Background: an optimization exercise with open tools, aiming at a short achievable clock period and few clock cycles. Do not read the settings as production practice. Function was checked by simulation only, so behaviour that the tests miss may differ from the original. No activity file was given, so power comes from the tool's default toggle rates.

### design.v
package fir_pkg;
  localparam int COEF_W_DEFAULT = 25;
  typedef enum logic [2:0] {
    IDLE,
    CHECK,
    SHIFT,
    DONE,
    ERR
  } loader_state_t;
  typedef enum logic [1:0] {
    ERR_NONE    = 2'd0,
    ERR_LEN     = 2'd1,
    ERR_WR_BUSY = 2'd2
  } err_t;
endpackage
module coef_ram
#(
  parameter int DEPTH = 64,
  parameter int W     = fir_pkg::COEF_W_DEFAULT,
  parameter int AW    = $clog2(DEPTH)
) (
  input  logic          clk,
  input  logic          we,
  input  logic [AW-1:0] wr_addr,
  input  logic [W-1:0]  wr_data,
  input  logic [AW-1:0] rd_addr,
  output logic [W-1:0]  rd_data
);
  logic [W-1:0] mem [DEPTH];
  always_ff @(posedge clk) begin
    if (we) mem[wr_addr] <= wr_data;
    rd_data <= mem[rd_addr];
  end
endmodule
module fir_coef_loader
#(
  parameter int MAX_TAPS = 64,
  parameter int COEF_W   = fir_pkg::COEF_W_DEFAULT,
  parameter int AW       = $clog2(MAX_TAPS)
) (
  input  logic              clk,
  input  logic              reset,
  input  logic              wr_en,
  input  logic [AW-1:0]     wr_addr,
  input  logic [COEF_W-1:0] wr_data,
  input  logic [AW:0]       ntaps,
  input  logic              start,
  input  logic [31:0]       fir_len,
  output logic [COEF_W-1:0] cfg_din,
  output logic              cfg_ce,
  output logic              busy,
  output logic              done,
  output logic [1:0]        err
);
  fir_pkg::loader_state_t     state, state_nxt;
  logic [AW:0]       ntaps_r;
  logic [31:0]       len_r, pad_r, cnt, ntaps_ext;
  logic [AW-1:0]     idx;
  logic              ce_q, zero_q, len_bad, issue, issue_zero;
  logic [COEF_W-1:0] rd_data;
  assign ntaps_ext  = {{(31-AW){1'b0}}, ntaps_r};
  assign len_bad    = ntaps_ext > len_r;
  assign issue      = (state == fir_pkg::SHIFT) && (cnt != len_r);
  assign issue_zero = cnt < pad_r;
  coef_ram #(.DEPTH(MAX_TAPS), .W(COEF_W), .AW(AW)) u_ram (
    .clk     (clk),
    .we      (wr_en && !busy),
    .wr_addr (wr_addr),
    .wr_data (wr_data),
    .rd_addr (idx),
    .rd_data (rd_data)
  );
  always_ff @(posedge clk or negedge reset) begin
    if (!reset) state <= fir_pkg::IDLE;
    else        state <= state_nxt;
  end
  always_comb begin
    state_nxt = state;
    case (state)
      fir_pkg::IDLE:    if (start) state_nxt = fir_pkg::CHECK;
      fir_pkg::CHECK:   state_nxt = len_bad ? fir_pkg::ERR : ((len_r == 32'd0) ? fir_pkg::DONE : fir_pkg::SHIFT);
      fir_pkg::SHIFT:   if (!issue) state_nxt = fir_pkg::DONE;
      fir_pkg::DONE:    state_nxt = fir_pkg::IDLE;
      fir_pkg::ERR:     state_nxt = fir_pkg::IDLE;
      default: state_nxt = fir_pkg::IDLE;
    endcase
  end
  always_comb begin
    busy = (state != fir_pkg::IDLE);
    done = (state == fir_pkg::DONE) || (state == fir_pkg::ERR);
  end
  always_ff @(posedge clk or negedge reset) begin
    if (!reset) begin
      ntaps_r <= '0;
      len_r   <= '0;
      pad_r   <= '0;
      cnt     <= '0;
      idx     <= '0;
      ce_q    <= 1'b0;
      zero_q  <= 1'b0;
      err     <= fir_pkg::ERR_NONE;
    end else begin
      ce_q   <= issue;
      zero_q <= issue && issue_zero;
      case (state)
        fir_pkg::IDLE: if (start) begin
          ntaps_r <= ntaps;
          len_r   <= fir_len;
        end
        fir_pkg::CHECK: begin
          pad_r <= len_r - ntaps_ext;
          idx   <= ntaps_r[AW-1:0] - AW'(1);
          cnt   <= '0;
        end
        fir_pkg::SHIFT: if (issue) begin
          cnt <= cnt + 32'd1;
          if (!issue_zero) idx <= idx - AW'(1);
        end
        default: ;
      endcase
      if (state == fir_pkg::IDLE && start)              err <= fir_pkg::ERR_NONE;
      else if (state == fir_pkg::CHECK && len_bad)      err <= fir_pkg::ERR_LEN;
      else if (wr_en && busy && err != fir_pkg::ERR_LEN) err <= fir_pkg::ERR_WR_BUSY;
    end
  end
  assign cfg_din = (ce_q && !zero_q) ? rd_data : '0;
  assign cfg_ce  = ce_q;
endmodule
### constraint.sdc
create_clock -name core_clock -period 4.0 [get_ports {clk}]
set_input_delay 0.8000 -clock core_clock [delete_from_list [all_inputs] [get_ports {clk}]]
set_output_delay 0.8000 -clock core_clock [all_outputs]
set_load 0.01 [all_outputs]
### config.mk
export PLATFORM = sky130hd
export DESIGN_NAME = fir_coef_loader
export DESIGN_NICKNAME = fir_coef_loader
export VERILOG_FILES = /design/flow/design.v
export SDC_FILE = /design/flow/constraint.sdc
export NUM_CORES = 4
export LEC_CHECK = 0
export CAP_MARGIN = 20
export CORE_MARGIN = 2
export CORE_UTILIZATION = 40
export SLEW_MARGIN = 20
### run.sh
#!/bin/bash
# synth_recipe.tcl (not shown) runs the flow's synth.tcl, then flattens the netlist and writes it again
# the make line also repeats each setting of config.mk as NAME=value (left out here)
make -C /OpenROAD-flow-scripts/flow DESIGN_CONFIG=/design/flow/config.mk WORK_HOME=/design/flow/orfs CLKGATE_MAP_FILE= SYNTH_SCRIPT=/design/flow/synth_recipe.tcl finish
==> flow_summary_export.csv, run 1 <==
group,metric,value,unit
final_layout,fin_area,78900,sq um
grt,overflow,0,
drt,avgRoutedWirePerCell,28.0,microns
grt,grt_max_degree,76,
die,pin_count,104,
cts,cts_setup_buffers,0,
grt,grt_pass1_vias,32772,
synthesis,synth_nets,3211,
power,p_switching,15.3,mW
drt,drt_first_pass_iters,5,
power,pwr-share-clk,30.7,%
synthesis,dominantRegCellSynth,"edfxtp_1",
worst_setup_path,critical_path_arrival,2.77,ns
run,drv_cap,0,
final_layout,drive_gt1_share,30.3,%
power,p_int,37.0,mW
final_layout,regArea,51500,sq um
grt,grt_pass1_wl,235000,microns
synthesis,async_flop_share,6.66,%
drt,drc,0,
synthesis,yosysSeqAreaShare,75.6,%
synthesis,ys_warn_count,2,
die,core_area,169000,sq um
cts,clk_latency,0.80,ns
cts,clkTransAtPathRegs,0.05,ns
drt,ant_nets,0,
cts,postCtsHoldBufs,0,
die,row_count,151,
min_path,hold_path.class,"primary input to async pin",
power,swShare,29.3,%
sta,fin_skew,0.0222,ns
sta,finalCritPeriodShare,89.3,%
die,die_w,417,microns
cts,root_buffer,"clkbuf_16",
worst_setup_path,cp-start-kind,"flip-flop",
power,p_comb_share,27.9,%
drt,vias,31958,
power,power,52.3,mW
drt,dr.first_iter.drc_count,3253,
power,power.leakage,25.2,nW
placement,dp_cells,5422,
worst_setup_path,path_max_fanout,15,
worst_setup_path,worstRegToRegCells,8,
grt,antenna_found_initial,22,
synthesis,synth-edff-count,1600,
cts,clockBufferDepth,3,
synthesis,ys_ff_latch,1741,
final_layout,finalNetCount,3497,
worst_setup_path,critPathKind,"flip-flop to output port",
final_layout,final_cell_mix,"1600 x edfxtp_1, 525 x mux4_2, 181 x clkbuf_16, 133 x buf_4, 111 x dfrtp_1",
die,initial_utilization,40.2,%
drt,drt-total-wl,161000,microns
cts,cts_tree,"yes",
synthesis,synthCells,3096,
worst_setup_path,rr_startpoint,"cnt[1]",
final_layout,multi_input_area,16300,sq um
die,die_h,417,microns
final_layout,fillers,13904,
status,status,"finished clean",
sta,setup_viol,0,
grt,grt.total_usage,18.6,%
drt,viasPerCell,5.55,
worst_setup_path,r2r_slack,0.76,ns
cts,htree_num_levels,4,
power,ir_worst_vdd,0.506,mV
final_layout,area_growth,16.0,%
cts,cts.sinks,1741,
sta,final-hold-violation-count,0,
synthesis,synth_cell_types,53,
synthesis,syn_area_per_cell,22.0,sq um
final_layout,final_common_cell,"edfxtp_1",
sta,rsz0062_at_grt,"no",
power,power_density,663,nW/um^2
placement,hpwlAfterDp,101000,microns
placement,io_buffers,103,
sta,clock.fmax,280,MHz
cts,numCtsBuffers,176,
sta,min_period,3.57,ns
sta,worst_pin_slew,1.05,ns
placement,routabilityCongestion,0.802,
worst_setup_path,r2r-end,"idx[5]",
placement,dpl-instance-area,73300,sq um
sta,fin_setup_tns,0,ns
cts,postCtsResizedCells,0,
sta,fin_hold_ws,0.0247,ns
worst_setup_path,endpoint_kind,"output port",
worst_setup_path,cp.required,3.20,ns
synthesis,syn_area,68100,sq um
sta,slew_violations,0,
die,die_area,174000,sq um
sta,slew_headroom,29.8,%
power,p_seq_share,41.4,%
final_layout,layoutNonFillerInstCount,5757,
-- cells by family after synthesis --
| kind of cell | after synthesis | share of synthesized area (%) |
|---|---|---|
| flops | 1741 | 75.6 |
| mux | 559 | 17.9 |
| simple gates | 358 | 2.56 |
| buf+inv | 201 | 1.18 |
| compound gates | 127 | 1.11 |
| xor+xnor | 69 | 0.888 |
| fa+ha+maj | 41 | 0.765 |
-- synth_stat cells (10+ instances only) --
cell	instances	share of area [%]
edfxtp_1	1600	71
mux4_2	525	17
dfrtp_1	116	4.3
nor2_1	108	0.60
clkbuf_1	93	0.51
nand2_1	87	0.48
o21ai_0	67	0.49
inv_1	50	0.28
xor2_1	46	0.59
buf_2	40	0.29
ha_1	40	0.74
nand3_1	38	0.28
and2_1	32	0.29
mux2_2	32	0.53
dfxtp_1	25	0.74
xnor2_1	23	0.30
nor4_1	21	0.19
a21oi_1	19	0.14
buf_1	18	0.099
nor3_1	17	0.12
and3_1	10	0.092
-- layer usage --
metal | wire length [microns] | part of all wire (%) | global-route usage [%] | vias up
li1 | - | - | - | 13519
met1 | 69600 | 43 | 26.3 | 17303
met2 | 80200 | 50 | 30.8 | 923
met3 | 8220 | 5.1 | 2.75 | 207
met4 | 3200 | 2.0 | 4.42 | 6
met5 | 43 | 0.027 | 0 | -
-- area by class of cell --
class | instances | share of cell area [%]
clock inverter | 108 | 1.17
tap | 2218 | 3.52
inverter | 50 | 0.247
antenna | 6 | 0.0190
clock buffer | 221 | 5.97
multi-input combinational | 1154 | 20.7
sequential | 1741 | 65.2
timing repair buffer | 259 | 3.22
-- flip-flops by register name (all words and copies together), names as in the netlist --
| name | count |
|---|---|
| ntaps_r | 7 |
| u_ram.mem | 1600 |
| ce_q | 1 |
| err | 2 |
| u_ram.rd_data | 25 |
| state | 3 |
| zero_q | 1 |
| idx | 6 |
| len_r | 32 |
| cnt | 32 |
| pad_r | 32 |
-- worst max path at each step --
stage | cells after the start | endpoint | startpoint | slack, ns
final | 4 | cfg_din[2] | ce_q | 0.43
after global routing | 4 | cfg_din[15] | ce_q | 0.32
after CTS | 4 | cfg_din[8] | ce_q | 0.32
after detailed placement | 7 | u_ram.mem[8][3] | wr_en | 0.72
after global placement | 7 | u_ram.mem[8][15] | wr_en | 0.66
after floorplan | 4 | u_ram.mem[16][0] | wr_addr[4] | 0.90
-- power by group through the flow --
| stage | clock, mW | combinational [mW] | sequential [mW] |
|---|---|---|---|
| final | 16.1 | 14.6 | 21.7 |
| after global routing | 17.0 | 15.6 | 21.7 |
| after CTS | 16.4 | 14.9 | 21.7 |
| after detailed placement | 0 | 14.8 | 22.1 |
| after global placement | 0 | 14.7 | 22.1 |
| after floorplan | 0 | 9.98 | 21.3 |
-- critical path, cell delays in order (launching register included) --
cell	delay, ns
dfrtp_1	0.43
nor2b_4	0.55
buf_4	0.30
and2_1	0.15
clkdlybuf4s50_1	0.54
-- metrics by stage --
stage / utilization, % / setup WS, ns
2_1_floorplan: - / 0.901
3_3_place_gp: 43.3 / 0.660
3_5_place_dp: 43.3 / 0.721
4_1_cts: 46.6 / 0.320
5_1_grt: 46.6 / 0.315
6_report: 46.6 / 0.427
Testbench counts, summed over its fixed seeds: cycles 15,057.
==> run 2, diff against run 1 <==
==> design.v (replaced) <==
package fir_pkg;
  localparam int COEF_W_DEFAULT = 25;
  typedef enum logic [1:0] {
    ERR_NONE    = 2'd0,
    ERR_LEN     = 2'd1,
    ERR_WR_BUSY = 2'd2
  } err_t;
endpackage
module coef_ram
#(
  parameter int DEPTH = 64,
  parameter int W     = fir_pkg::COEF_W_DEFAULT,
  parameter int AW    = $clog2(DEPTH)
) (
  input  logic             clk,
  input  logic             we,
  input  logic [AW-1:0]    wr_addr,
  input  logic [W-1:0]     wr_data,
  input  logic [DEPTH-1:0] rd_sel,    
  output logic [W-1:0]     rd_data
);
  logic [W-1:0] mem [DEPTH];
  for (genvar i = 0; i < DEPTH; i++) begin : g_word
    always_ff @(posedge clk) begin
      if (we && wr_addr == AW'(i)) mem[i] <= wr_data;
    end
  end
  always_comb begin
    rd_data = '0;
    for (int i = 0; i < DEPTH; i++) rd_data = rd_data | (mem[i] & {W{rd_sel[i]}});
  end
endmodule
module fir_coef_loader
#(
  parameter int MAX_TAPS = 64,
  parameter int COEF_W   = fir_pkg::COEF_W_DEFAULT,
  parameter int AW       = $clog2(MAX_TAPS)
) (
  input  logic              clk,
  input  logic              reset,
  input  logic              wr_en,
  input  logic [AW-1:0]     wr_addr,
  input  logic [COEF_W-1:0] wr_data,
  input  logic [AW:0]       ntaps,
  input  logic              start,
  input  logic [31:0]       fir_len,
  output logic [COEF_W-1:0] cfg_din,
  output logic              cfg_ce,
  output logic              busy,
  output logic              done,
  output logic [1:0]        err
);
  logic          accept;
  logic [AW+1:0] ntaps_p2;
  logic          g1, g2, bad;
  assign accept   = start && !busy;
  assign ntaps_p2 = {1'b0, ntaps} + (AW+2)'(2);
  assign g1       = fir_len > 32'(ntaps);        
  assign g2       = fir_len >= 32'(ntaps_p2);    
  assign bad      = 32'(ntaps) > fir_len;        
  logic              ph1;           
  logic              g2_r, bad_r;
  logic [31:0]       len_r;
  logic [AW+1:0]     x_r;           
  logic [31:0]       pl;            
  logic              plz;           
  logic [AW:0]       ml;            
  logic              mlz;           
  logic [MAX_TAPS-1:0] sel;         
  logic [COEF_W-1:0] rd_data;
  coef_ram #(.DEPTH(MAX_TAPS), .W(COEF_W), .AW(AW)) u_ram (
    .clk     (clk),
    .we      (wr_en && !busy),
    .wr_addr (wr_addr),
    .wr_data (wr_data),
    .rd_sel  (sel),
    .rd_data (rd_data)
  );
  logic active, issue_pad, issue_mem, last, none_left;
  assign active    = busy && !done && !(ph1 && bad_r);
  assign issue_pad = active && (ph1 ? g2_r : !plz);
  assign issue_mem = active && !issue_pad && !mlz;
  assign last      = (issue_pad && !ph1 && pl == 32'd1 && mlz) ||
                     (issue_mem && ml == (AW+1)'(1));
  assign none_left = busy && !done && (ph1 ? (bad_r || (!g2_r && mlz)) : (plz && mlz));
  always_ff @(posedge clk) begin
    if (!busy) begin
      len_r <= fir_len;
      x_r   <= ntaps_p2;
      g2_r  <= g2;
      bad_r <= bad;
      ml    <= ntaps;
      mlz   <= (ntaps == '0);
      for (int i = 0; i < MAX_TAPS; i++) sel[i] <= (ntaps[AW-1:0] == AW'((i + 1) % MAX_TAPS));
    end else begin
      if (ph1) begin
        pl  <= len_r - 32'(x_r);
        plz <= !g2_r || (len_r == 32'(x_r));
      end else if (issue_pad) begin
        pl  <= pl - 32'd1;
        plz <= (pl == 32'd1);
      end
      if (issue_mem) begin
        ml  <= ml - (AW+1)'(1);
        mlz <= (ml == (AW+1)'(1));
        sel <= {sel[0], sel[MAX_TAPS-1:1]};
      end
    end
  end
  always_ff @(posedge clk or negedge reset) begin
    if (!reset) begin
      busy    <= 1'b0;
      ph1     <= 1'b0;
      done    <= 1'b0;
      cfg_ce  <= 1'b0;
      cfg_din <= '0;
      err     <= fir_pkg::ERR_NONE;
    end else begin
      busy    <= accept || (busy && !done);
      ph1     <= accept;
      done    <= last || none_left;
      cfg_ce  <= accept ? g1 : (issue_pad || issue_mem);
      cfg_din <= issue_mem ? rd_data : '0;
      if (accept)                                    err <= fir_pkg::ERR_NONE;
      else if (ph1 && bad_r)                         err <= fir_pkg::ERR_LEN;
      else if (wr_en && busy && err != fir_pkg::ERR_LEN) err <= fir_pkg::ERR_WR_BUSY;
    end
  end
endmodule
==> flow_summary_export.csv, run 2 <==
group,metric,value,unit
grt,overflow,0,
power,p_switching,20.3,mW
grt,grt_pass1_vias,40196,
power,p_int,35.3,mW
final_layout,area_growth,18.0,%
die,die_w,410,microns
grt,grt_max_degree,68,
die,row_count,148,
worst_setup_path,cp-start-kind,"flip-flop",
cts,numCtsBuffers,171,
sta,finalCritPeriodShare,79.1,%
sta,slew_violations,0,
cts,cts.sinks,1778,
die,pin_count,104,
synthesis,synthCells,3656,
cts,postCtsResizedCells,0,
cts,clk_latency,0.83,ns
final_layout,final_common_cell,"edfxtp_1",
worst_setup_path,cp_cell_sequence,"buf_4 -> a22o_1 -> a221oi_1 -> nand4_1 -> nor3_1 -> a21oi_1",
worst_setup_path,cp.required,4.58,ns
status,status,"finished clean",
cts,cts_setup_buffers,0,
min_path,hold_path.class,"primary input to async pin",
synthesis,synth_top_area_share,79.8,%
synthesis,synth_nets,3759,
die,core_area,163000,sq um
power,power_density,716,nW/um^2
synthesis,syn_area_per_cell,18.0,sq um
power,ir_worst_vdd,0.642,mV
synthesis,syn_area,65800,sq um
cts,clockBufferDepth,3,
synthesis,async_flop_share,1.74,%
cts,postCtsHoldBufs,0,
sta,worst_pin_slew,1.28,ns
sta,fin_setup_tns,0,ns
synthesis,ys_warn_count,3,
worst_setup_path,critPathKind,"flip-flop to flip-flop",
placement,hpwlAfterDp,165000,microns
worst_setup_path,worstRegToRegCells,6,
placement,routabilityCongestion,0.929,
drt,viasPerCell,6.93,
sta,rsz0062_at_grt,"no",
cts,htree_num_levels,4,
synthesis,synth_most_common_cell,"edfxtp_1",
worst_setup_path,path_max_fanout,9,
run,drv_cap,0,
placement,dpl-instance-area,71900,sq um
power,p_comb_share,28.2,%
synthesis,dominantRegCellSynth,"edfxtp_1",
placement,dp_cells,5980,
sta,setup_viol,0,
sta,clock.fmax,316,MHz
sta,min_period,3.16,ns
final_layout,finalNetCount,4083,
final_layout,final_cell_mix,"1747 x edfxtp_1, 350 x a22oi_1, 268 x a22o_1, 227 x a221oi_1, 213 x buf_4",
final_layout,drive_gt1_share,15.6,%
worst_setup_path,rr_startpoint,"sel[37]",
final_layout,largest_reg_flops,1600,
die,initial_utilization,40.4,%
drt,vias,43751,
final_layout,regMostFlops,"u_ram.mem",
final_layout,layoutNonFillerInstCount,6311,
drt,dr.first_iter.drc_count,9951,
final_layout,fin_area,77600,sq um
die,die_area,168000,sq um
worst_setup_path,max_stage_delay,0.71,ns
final_layout,largest_registers,"u_ram.mem x1600, sel x64",
synthesis,synthTopCellsByArea,"edfxtp_1 80%, a22oi_1 4.0%, a22o_1 3.6%",
synthesis,synth_commonest_cells,"1747 x edfxtp_1, 350 x a22oi_1, 268 x a22o_1, 227 x a221oi_1, 202 x clkbuf_1",
power,power.leakage,24.7,nW
worst_setup_path,endpoint_kind,"flip-flop",
sta,slew_headroom,14.8,%
synthesis,synth_top_cell_by_area,"edfxtp_1",
sta,fin_skew,0.0301,ns
drt,ant_nets,0,
drt,drt_first_pass_iters,6,
drt,drt-total-wl,275000,microns
grt,antenna_found_initial,13,
power,pwr-share-clk,29.5,%
worst_setup_path,r2r-end,"cfg_din[14]",
worst_setup_path,critical_path_arrival,3.74,ns
drt,drc,0,
cts,cts_tree,"yes",
power,swShare,36.5,%
grt,grt.total_usage,32.0,%
worst_setup_path,slowest_stage,"edfxtp_1",
synthesis,yosysSeqAreaShare,80.9,%
worst_setup_path,r2r_slack,0.84,ns
power,p_seq_share,42.3,%
synthesis,ys_ff_latch,1778,
cts,clkTransAtPathRegs,0.07,ns
die,die_h,410,microns
synthesis,synth-edff-count,1747,
synthesis,synth_cell_types,59,
placement,io_buffers,103,
grt,grt_pass1_wl,361000,microns
sta,final-hold-violation-count,0,
cts,root_buffer,"clkbuf_16",
drt,avgRoutedWirePerCell,43.5,microns
==> run 2: worst max-delay path by stage <==
stage / start / to / slack [ns] / depth (start not counted)
final: sel[37] / cfg_din[14] / 0.84 / 6
after detailed placement: wr_en / u_ram.mem[40][8] / 0.55 / 5
after global placement: wr_en / u_ram.mem[35][14] / 0.56 / 5
after global routing: busy / u_ram.mem[56][15] / 0.85 / 6
after floorplan: busy / pl[0] / 0.40 / 2
after CTS: busy / u_ram.mem[56][9] / 0.93 / 6
==> run 2: logic make-up after synthesis <==
logic type	Yosys count	synth area share (%)
multiplexers	10	0.152
AO/OA/AOI/OAI	974	11.8
buffers and inverters	266	1.53
adder cells (fa/ha/maj)	29	0.563
flip-flops	1778	80.9
AND/OR/NAND/NOR	550	4.41
XOR/XNOR	49	0.652
==> run 2: final cells by class <==
| cell class | instances | area, sq um |
|---|---|---|
| fill | 13610 | 85300 |
| clock buffer | 214 | 4560 |
| sequential | 1778 | 53200 |
| antenna | 15 | 37.5 |
| clock inverter | 100 | 1010 |
| inverter | 36 | 135 |
| tap | 2175 | 2720 |
| timing repair buffer | 381 | 3880 |
| multi-input combinational | 1612 | 12000 |
==> run 2: critical path: cells and delay by family, from the launching register on <==
kind	cells	cell delay, ns
AND/OR/NAND/NOR	2	0.73
flip-flops	1	0.71
AO/OA/AOI/OAI	3	1.09
buffers and inverters	1	0.38
==> run 2: power by group through the flow <==
| stage | combinational, mW | sequential, mW | clock [mW] |
|---|---|---|---|
| after CTS | 14.6 | 23.4 | 16.4 |
| final | 15.7 | 23.5 | 16.4 |
| after global routing | 15.4 | 23.4 | 17.1 |
| after floorplan | 6.53 | 22.5 | 0 |
| after detailed placement | 14.6 | 23.7 | 0 |
| after global placement | 14.5 | 23.8 | 0 |
==> run 2: metrics by stage <==
stage	util [%]	power, mW	setup WS, ns	hold WS [ns]
5_1_grt	47.6	55.9	0.848	0.116
6_report	47.6	55.6	0.835	0.0789
4_1_cts	47.6	54.4	0.934	0.0764
2_1_floorplan	-	29.1	0.397	0.504
3_3_place_gp	44.1	38.3	0.557	0.551
3_5_place_dp	44.1	38.3	0.551	0.573
==> run 2: routing by layer <==
| metal | vias to the layer above | track usage (%) | wire length [microns] | part of all wire (%) |
|---|---|---|---|---|
| met3 | 950 | 11.2 | 46400 | 17 |
| met1 | 22052 | 42.0 | 92900 | 34 |
| met4 | 10 | 19.1 | 19400 | 7.0 |
| met5 | - | 0 | 65 | 0.024 |
| li1 | 15996 | - | - | - |
| met2 | 4743 | 45.9 | 116000 | 42 |
Testbench counts of run 2, summed over its fixed seeds: cycles 14,007.

==> afterwards: timing with drivers on the ports <==
The results above use ideal ports. As a check the final layouts listed here were re-extracted and re-timed, cells and wires unchanged.
Step 1 assumes that a clkbuf_16 drives the clock port and a buf_2 every other input.
Step 2, shift: input delay + t, output delay - t, t = (earliest + latest rising clock arrival at the registers) / 2. This alone moves slack from input paths to output paths.
Three values: ideal, step 1, step 2; two values: the first two.
run	t, ns	setup WS [ns]	worst hold slack (ns)	worst setup path at the end	clock arrival spread, ns
run 1	0.869	0.427 / 0.346 / 0.706	0.025 / -0.032 / 0.472	input to register	0.029 / 0.029
run 2	0.890	0.835 / 0.835 / 0.416	0.079 / 0.021 / 0.582	input to register	0.044 / 0.044
After both steps setup and hold are still met in every run listed. For run 2, which loses most, drivers alone change the setup slack by 0.000 ns; drivers and shift together by -0.419 ns.
